Background: an optimization exercise with open tools, aiming at small area. Do not read the settings as production practice.
Function was checked by simulation only, so behaviour that the tests miss may differ from the original.
Power figures rest on the tool's default switching activity, not on a simulated workload.

## upcoin_top
module upcoin_top (
  input  logic clk,
  input  logic block_load,
  input  logic sck,
  input  logic sdi,
  output logic sdo,
  output logic done
);
For scale: ~2,600 cells after synthesis, roughly 0.033 mm^2 of cells after synthesis.
Settings: LEC_CHECK=0, CAP_MARGIN=20, CORE_MARGIN=2, CORE_UTILIZATION=65, CTS_BUF_LIST=sky130_fd_sc_hd__clkbuf_16, CTS_CLUSTER_DIAMETER=80, CTS_CLUSTER_SIZE=26, SLEW_MARGIN=20, SYNTH_HIERARCHICAL=1, SYNTH_MINIMUM_KEEP_SIZE=0; clock period 10.0 ns.
standard.sh (not shown) runs the stock make flow with config.mk's settings and CLKGATE_MAP_FILE= SYNTH_SCRIPT=/design/flow/synth_recipe.tcl, a recipe that flattens the netlist after the stock synthesis.
==> flow/flow/run.sh <==
#!/bin/bash
set -euo pipefail
cd "$(dirname "$0")/.."
export CTS_ARGS="-sink_clustering_enable -repair_clock_nets -dont_use_dummy_load -buf_list sky130_fd_sc_hd__clkbuf_16 -sink_clustering_size 26 -sink_clustering_max_diameter 80"
bash standard.sh > standard_flow.log 2>&1
Then changed:
--- a/flow/design.v
+++ b/flow/design.v
@@ -65,32 +65,14 @@
       for (int i = 3 * l - 1; i < word_w; i = i + 2 * l) begin
         gg[i] = gg[i] | (pp[i] & gg[i-l]);
         pp[i] = pp[i] & pp[i-l];
       end
     end
     add = x ^ y ^ {gg[word_w-2:0], 1'b0};
   endfunction
-  function automatic logic [word_w-1:0] add_ci(input logic [word_w-1:0] x, input logic [word_w-1:0] y, input integer bs);
-    logic [word_w-1:0] s0;
-    logic c, cin, t;
-    cin = 1'b0;
-    for (int j = 0; j < word_w; j = j + bs) begin
-      c = 1'b0;
-      for (int i = j; i < j + bs && i < word_w; i++) begin
-        s0[i] = x[i] ^ y[i] ^ c;
-        c = (x[i] & y[i]) | (c & (x[i] ^ y[i]));
-      end
-      t = 1'b1;
-      for (int i = j; i < j + bs && i < word_w; i++) begin
-        add_ci[i] = s0[i] ^ (cin & t);
-        t = t & s0[i];
-      end
-      cin = c | (cin & t);
-    end
-  endfunction
 endpackage
 `default_nettype wire
 `default_nettype none
 module sha256_csa (
   input  sha256_pkg::word_t x,
   input  sha256_pkg::word_t y,
   input  sha256_pkg::word_t z,
@@ -185,15 +167,15 @@
   sha256_pkg::word_t next_word, ins_word, win_in;
   sha256_pkg::word_t n2_w, n4_w, v1_w, m2_w, q2_w, e2_w, a2_w, a4_w;
   sha256_pkg::word_t n1, n2, n3, n4;
   sha256_csa csa_n1_i (.x(sha256_pkg::small_sigma1(win[14])), .y(win[9]), .z(sha256_pkg::small_sigma0(win[1])), .s(n1), .c(n2_w));
   assign n2 = {n2_w[30:0], 1'b0};
   sha256_csa csa_n3_i (.x(n1), .y(n2), .z(win[0]), .s(n3), .c(n4_w));
   assign n4 = {n4_w[30:0], 1'b0};
-  assign next_word = sha256_pkg::add_ci(n3, n4, 11);
+  assign next_word = sha256_pkg::add(n3, n4);
   assign ins_word  = {win[0][29:0], pb[0], pb[1]};
   assign win_in    = sched ? next_word : (ins ? ins_word : win[0]);
   always_ff @(posedge clk) begin
     for (int i = 0; i < 15; i++) win[i] <= win[i+1];
     win[15] <= win_in;
   end
   sha256_pkg::word_t kc, dg, u1, v1, m1, m2, q1, q2, e1, e2, a1, a2, a3, a4;
@@ -843,15 +825,15 @@
   assign q2 = {q2_w[30:0], 1'b0};
   sha256_csa csa_e1_i (.x(dg), .y(q1), .z(q2), .s(e1), .c(e2_w));
   assign e2 = {e2_w[30:0], 1'b0};
   sha256_csa csa_a1_i (.x(q1), .y(q2), .z(sha256_pkg::big_sigma0(a)), .s(a1), .c(a2_w));
   assign a2 = {a2_w[30:0], 1'b0};
   sha256_csa csa_a3_i (.x(a1), .y(a2), .z(sha256_pkg::maj(a, b, c)), .s(a3), .c(a4_w));
   assign a4 = {a4_w[30:0], 1'b0};
-  assign e_in  = sha256_pkg::add_ci(e1, e2, 8);
+  assign e_in  = sha256_pkg::add(e1, e2);
   assign a_rnd = sha256_pkg::add(a3, a4);
   assign a_in  = round ? a_rnd : h;
   always_ff @(posedge clk) begin
     a <= a_in;
     b <= a;
     c <= b;
     d <= c;
Global-route usage grows by 1.5 points; combinational power stays flat; clock power barely changes; setup slack gets better by 0.19 ns; final cell count grows slightly; first-iteration DRC count grows by about a fifth; total power grows slightly.

-- what the ideal ports hide --
In the flow no input, the clock included, has a driving cell. The finished layouts below were timed again as built, in two steps.
Step 1 assumes that a clkbuf_16 drives the clock port and a buf_2 every other input.
Step 2 also shifts input and output timing later by t, the mid clock arrival at the registers, as if the neighbouring blocks saw the same clock.
Slacks: ideal ports / drivers / drivers and shift; pairs: ideal ports / drivers.
run | t, ns | setup WS [ns] | latest minus earliest clock arrival (ns) | worst register clock-pin slew, ns
the first run | 0.617 | 2.032 / 2.032 / 2.032 | 0.103 / 0.102 | 0.10 / 0.10
the second run | 0.631 | 2.218 / 2.218 / 2.218 | 0.096 / 0.096 | 0.10 / 0.10
After both steps setup and hold are still met in every run listed.
